Background: an optimization exercise with open tools, aiming at small area. Do not read the settings as production practice.
Only simulation tests tie the RTL to the original design; equivalence was not proved.
Power is estimated from default activity; no workload was simulated. No driver is modelled on the clock port, so clocking that relies on it looks cheaper here than on a real chip.

run 1:
// adc_capture_top
module adc_capture_top #(
  parameter int EXTRA_REG = 1   
) (
  input  logic         adc_clk,
  input  logic         dcm_reset,
  input  logic [31:0]  adc_in,
  input  logic         adc_sync,
  input  logic         adc_overrange,
  output logic [133:0] out_frame,
  output logic         out_valid,
  input  logic         out_ready,
  output logic         overflow   
);
Size in the first run: roughly 1900 cells after synthesis, ~1300 flip-flops, ~170 I/O pins.
==> flow/config.mk <==
export PLATFORM = sky130hd
export DESIGN_NAME = adc_capture_top
export DESIGN_NICKNAME = adc_capture_top
export VERILOG_FILES = /design/flow/design.v
export SDC_FILE = /design/flow/constraint.sdc
export NUM_CORES = 4
export LEC_CHECK = 0
export CAP_MARGIN = 20
export CORE_MARGIN = 2
export CORE_UTILIZATION = 80
export SLEW_MARGIN = 20
==> flow/constraint.sdc <==
create_clock -name core_clock -period 5.0 [get_ports {adc_clk}]
set_input_delay 1.0000 -clock core_clock [delete_from_list [all_inputs] [get_ports {adc_clk}]]
set_output_delay 1.0000 -clock core_clock [all_outputs]
set_load 0.01 [all_outputs]
standard.sh (not shown) runs the stock make flow with config.mk's settings and CLKGATE_MAP_FILE= SYNTH_SCRIPT=/design/flow/synth_recipe.tcl, a recipe that flattens the netlist after the stock synthesis.
==> flow/flow/run.sh <==
#!/bin/bash
# Own flow: the standard layout (standard.sh) with three changes.
#  1. Synthesis runs synth_recipe.tcl unchanged but with an area-oriented
#     ABC mapping script (flow/abc_area_map.script) in place of ORFS's
#     abc_speed.script; registers, their names and cell types are as in the
#     standard synthesis, only the combinational mapping differs.
#  2. Ports are buffered with sky130_fd_sc_hd__buf_1.
#  3. The clock tree uses larger sink clusters and no dummy loads.
# Each step writes its full output to its own log in the work folder.
set -o pipefail
mkdir -p scripts_area
for f in "$FLOW_HOME"/scripts/*; do ln -sf "$f" scripts_area/; done
rm -f scripts_area/abc_speed.script
cp flow/abc_area_map.script scripts_area/abc_speed.script
bash standard.sh SCRIPTS_DIR=$PWD/scripts_area synth > synth.log 2>&1 || exit 1
export BUFFER_PORTS_ARGS="-buffer_cell sky130_fd_sc_hd__buf_1"
export CTS_ARGS="-sink_clustering_enable -repair_clock_nets -dont_use_dummy_load -sink_clustering_size 18 -sink_clustering_max_diameter 55 -buf_list sky130_fd_sc_hd__clkbuf_8"
bash standard.sh floorplan > floorplan.log 2>&1 || exit 1
bash standard.sh place > place.log 2>&1 || exit 1
bash standard.sh cts > cts.log 2>&1 || exit 1
bash standard.sh route > route.log 2>&1 || exit 1
bash standard.sh finish > finish.log 2>&1 || exit 1
==> flow/flow/abc_area_map.script <==
strash
&get -n
&fraig -x
&put
scorr
dc2
strash
&get -n
&dch -f
&nf
&put
Input changes introduced in run 2 (baseline for comparison: run 1):
- a change of CORE_UTILIZATION from 80 to 88
diff --git a/flow/flow/run.sh b/flow/flow/run.sh
--- a/flow/flow/run.sh
+++ b/flow/flow/run.sh
@@ -17 +17 @@
-export CTS_ARGS="-sink_clustering_enable -repair_clock_nets -dont_use_dummy_load -sink_clustering_size 18 -sink_clustering_max_diameter 55 -buf_list sky130_fd_sc_hd__clkbuf_8"
+export CTS_ARGS="-sink_clustering_enable -repair_clock_nets -dont_use_dummy_load -sink_clustering_size 20 -sink_clustering_max_diameter 60 -buf_list sky130_fd_sc_hd__clkbuf_8"
Findings:
- Relative to run 1, number of rows created at floorplan has gone down in run 2.
- Reported for run 1 and run 2, summed instance area of the synthesized netlist turned out identical to the last digit.
- Compared to run 1, run 2 has placer's final routability congestion estimate 0.025 higher.
- Stage in which a tool error killed run 2: 3_5_place_dp.
- Comparing run 2 against run 1, there is no change at all in fraction of registers with async set or reset after synthesis.
- HPWL reported at the end of detailed placement (lower): run 1
- Taking run 1 as the reference point, the horizontal extent of the die of run 2 falls by about 4.6%.
- Taking run 1 as the reference point, the starting density of the core of run 2 rises by 8.4 points.
- The number of enable flip-flop cells after synthesis of run 2 and that of run 1 are within noise of each other.
For run 3, these inputs were changed with respect to run 2:
- CORE_UTILIZATION changed from 88 to 80
==> run summary <==
Run 3 finished every step from synthesis to the final layout, and the layout passed the timing, design-rule and antenna checks. Changes observed in run 3 relative to run 2: number of enable flip-flop cells after synthesis comparable; xor/xnor share of the synthesized area comparable; number of register bits inferred by synthesis comparable. Changes observed in run 3 relative to run 2: die boundary width higher; number of distinct library cells after synthesis roughly the same. Going from run 2 to run 3, count of buffers from port buffering held steady, die outline height picked up an extra about 5%, count of standard-cell rows went up 4. HPWL after detailed placement improves in run 3 relative to run 2.
--- input diff run 3..run 4 ---
- CORE_UTILIZATION changed from 80 to 65
diff --git a/flow/flow/run.sh b/flow/flow/run.sh
--- a/flow/flow/run.sh
+++ b/flow/flow/run.sh
@@ -17 +17 @@
-export CTS_ARGS="-sink_clustering_enable -repair_clock_nets -dont_use_dummy_load -sink_clustering_size 20 -sink_clustering_max_diameter 60 -buf_list sky130_fd_sc_hd__clkbuf_8"
+export CTS_ARGS="-sink_clustering_enable -repair_clock_nets -dont_use_dummy_load -sink_clustering_size 30 -sink_clustering_max_diameter 100"
- [compare] base=run 3 new=run 4: met2 layer wire length in the routed design now smaller, area growth from synthesis to final layout now larger, combinational share of power now smaller, fraction of met2 tracks used by global routing now smaller, achievable clock frequency now larger.
- After detailed routing, run 3 needs more wire than run 4.
- The path length in cells of the critical path of run 4 is lower than that of run 3.
- Re shortest clock period the worst path allows after layout: run 3 and run 4 aren't equal, and the higher value belongs to run 3.
- Sort run 3 and run 4 by diode insertion count for antenna repair, descending, and run 3 comes first.
- Measured against run 4, the via count of the first global-routing pass of run 3 comes out at 1.08 times the reference value.

Setup of run A:
Another version of the RTL of adc_capture_top (not shown whole).
Size: ~2100 cells after synthesis, ~1300 flip-flops, about 170 I/O pins.
==> flow/config.mk <==
export PLATFORM = sky130hd
export DESIGN_NAME = adc_capture_top
export DESIGN_NICKNAME = adc_capture_top
export VERILOG_FILES = /design/flow/design.v
export SDC_FILE = /design/flow/constraint.sdc
export NUM_CORES = 4
export LEC_CHECK = 0
export CAP_MARGIN = 20
export CORE_MARGIN = 2
export CORE_UTILIZATION = 70
export SLEW_MARGIN = 20
==> flow/constraint.sdc <==
create_clock -name core_clock -period 5.0 [get_ports {adc_clk}]
set_input_delay 1.0000 -clock core_clock [delete_from_list [all_inputs] [get_ports {adc_clk}]]
set_output_delay 1.0000 -clock core_clock [all_outputs]
set_load 0.01 [all_outputs]
==> flow/flow/run.sh <==
#!/bin/bash
# own flow: the standard layout (standard.sh) with small port buffers
# and a clock tree built from larger sink clusters without dummy loads.
# Each step writes its full output to its own log in the work folder.
set -o pipefail
export BUFFER_PORTS_ARGS="-buffer_cell sky130_fd_sc_hd__buf_1"
export RECOVER_POWER=100
export CTS_ARGS="-sink_clustering_enable -repair_clock_nets -dont_use_dummy_load -sink_clustering_size 30 -sink_clustering_max_diameter 100"
bash standard.sh synth > synth.log 2>&1 || exit 1
bash standard.sh floorplan > floorplan.log 2>&1 || exit 1
bash standard.sh place > place.log 2>&1 || exit 1
bash standard.sh cts > cts.log 2>&1 || exit 1
bash standard.sh route > route.log 2>&1 || exit 1
bash standard.sh finish > finish.log 2>&1 || exit 1
The flow completed for run A, but it is not clean: the layout still shows capacitance limit, slew limit.
--- input diff run A..run B ---
- swapping 70 for 65 in CORE_UTILIZATION
-- flow/flow/run.sh --
<<< run A, line 5
set -o pipefail
export BUFFER_PORTS_ARGS="-buffer_cell sky130_fd_sc_hd__buf_1"
export RECOVER_POWER=100
export CTS_ARGS="-sink_clustering_enable -repair_clock_nets -dont_use_dummy_load -sink_clustering_size 30 -sink_clustering_max_diameter 100"
bash standard.sh synth > synth.log 2>&1 || exit 1
>>> run B, line 5
set -o pipefail
export BUFFER_PORTS_ARGS="-buffer_cell sky130_fd_sc_hd__buf_1"
export CTS_ARGS="-sink_clustering_enable -repair_clock_nets -dont_use_dummy_load -sink_clustering_size 30 -sink_clustering_max_diameter 100"
bash standard.sh synth > synth.log 2>&1 || exit 1
## What came out
- The cell count of run B exceeds that of run A by 87.
- Run B: length in cells of the worst reg-to-reg path is 5 higher than what run A reported.
- No stage failed in run B, and the final checks on the layout all came back clean.
- Compared with run A, in run B count of antenna diodes in the layout saw an increase; sum of met2 wire segment lengths after detailed routing shows no meaningful change; multi-input combinational area share ~0 delta; setup slack now larger.
- Run comparison: run A highest metal layer with signal wires met4; run B highest metal layer with signal wires met5
- Run B supports a higher top clock frequency than run A.
- Run comparison: run A critical path endpoint out_frame[104]; run B critical path endpoint out_frame[119]
## Diff of input files: run C against run B
- swapping 65 for 40 in CORE_UTILIZATION
-- flow/flow/run.sh --
<<< run B, line 5
set -o pipefail
export BUFFER_PORTS_ARGS="-buffer_cell sky130_fd_sc_hd__buf_1"
export CTS_ARGS="-sink_clustering_enable -repair_clock_nets -dont_use_dummy_load -sink_clustering_size 30 -sink_clustering_max_diameter 100"
bash standard.sh synth > synth.log 2>&1 || exit 1
bash standard.sh floorplan > floorplan.log 2>&1 || exit 1
>>> run C, line 5
set -o pipefail
export BUFFER_PORTS_ARGS="-buffer_cell sky130_fd_sc_hd__buf_1"
export CTS_ARGS="-sink_clustering_enable -repair_clock_nets -dont_use_dummy_load -sink_clustering_size 25 -sink_clustering_max_diameter 80"
bash standard.sh synth > synth.log 2>&1 || exit 1
bash standard.sh floorplan > floorplan.log 2>&1 || exit 1
==> run summary <==
Run C has completed all stages; timing, DRC and antenna checks passed. Run B has a lower clock-buffer cell count than run C. Final area ended up about 2% higher on run C than on run B. Run C vs run B: maximum net fanout on the critical path down in run C. Between run B and run C, the detailed-route via count does not differ in any meaningful way.
Changes in run D relative to run C:
- CORE_UTILIZATION changed from 40 to 65
==> flow/flow/run.sh <==
#!/bin/bash
# Own flow: the standard layout (standard.sh) with three changes.
#  1. Synthesis runs synth_recipe.tcl unchanged but with an area-oriented
#     ABC mapping script (flow/abc_area_map.script) in place of ORFS's
#     abc_speed.script; registers, their names and cell types are as in the
#     standard synthesis, only the combinational mapping differs.
#  2. Ports are buffered with sky130_fd_sc_hd__buf_1.
#  3. The clock tree uses larger sink clusters and no dummy loads.
# Each step writes its full output to its own log in the work folder.
set -o pipefail
mkdir -p scripts_area
for f in "$FLOW_HOME"/scripts/*; do ln -sf "$f" scripts_area/; done
rm -f scripts_area/abc_speed.script
cp flow/abc_area_map.script scripts_area/abc_speed.script
bash standard.sh SCRIPTS_DIR=$PWD/scripts_area synth > synth.log 2>&1 || exit 1
export BUFFER_PORTS_ARGS="-buffer_cell sky130_fd_sc_hd__buf_1"
export CTS_ARGS="-sink_clustering_enable -repair_clock_nets -dont_use_dummy_load -sink_clustering_size 20 -sink_clustering_max_diameter 60 -buf_list sky130_fd_sc_hd__clkbuf_8"
bash standard.sh floorplan > floorplan.log 2>&1 || exit 1
bash standard.sh place > place.log 2>&1 || exit 1
bash standard.sh cts > cts.log 2>&1 || exit 1
bash standard.sh route > route.log 2>&1 || exit 1
bash standard.sh finish > finish.log 2>&1 || exit 1
==> flow/flow/abc_area_map.script (new file) <==
strash
&get -n
&fraig -x
&put
scorr
dc2
strash
&get -n
&dch -f
&nf
&put
Run D completed; timing, DRC and antenna clean. Cell area on run D is ahead of run C. Summary — measured slew at the worst slew-check pin, run D relative to run C: higher, by 0.015 ns. Looking at number of buffers added by the clock tree synthesis step, run D sits 24% above run C.

-- afterwards: timing with drivers on the ports --
The flow's constraints put no driver on any port. The routed layouts listed below were extracted and timed again, unchanged, in two steps.
Step 1 assumes that a clkbuf_16 drives the clock port and a buf_2 every other input.
Step 2 moves the port delays by t, midway between the first and last clock arrival at a register: inputs arrive t later, outputs are due t later. That takes back most of the time a late clock gives input paths.
Three values: ideal ports, drivers, drivers and shift; two values: the first two.
| run | shift t [ns] | setup slack, ns | worst setup path at the end | pins driven straight from the clock port |
|---|---|---|---|---|
| run 1 | 0.734 | 0.564 / 0.510 / 1.244 | register to output | 1 |
| run 3 | 0.744 | 0.548 / 0.494 / 1.239 | register to output | 1 |
| run 4 | 0.683 | 0.627 / 0.560 / 1.244 | register to output | 1 |
| run A | 0.663 | 0.781 / 0.714 / 0.244 | input to register | 1 |
| run B | 0.665 | 1.247 / 1.178 / 1.618 | input to register | 1 |
| run C | 0.713 | 1.163 / 1.100 / 1.435 | input to register | 1 |
| run D | 0.740 | 1.196 / 1.137 / 1.547 | input to register | 1 |
The setup slack of run A, which loses most, moves by -0.067 ns with the drivers and by -0.537 ns with both steps.
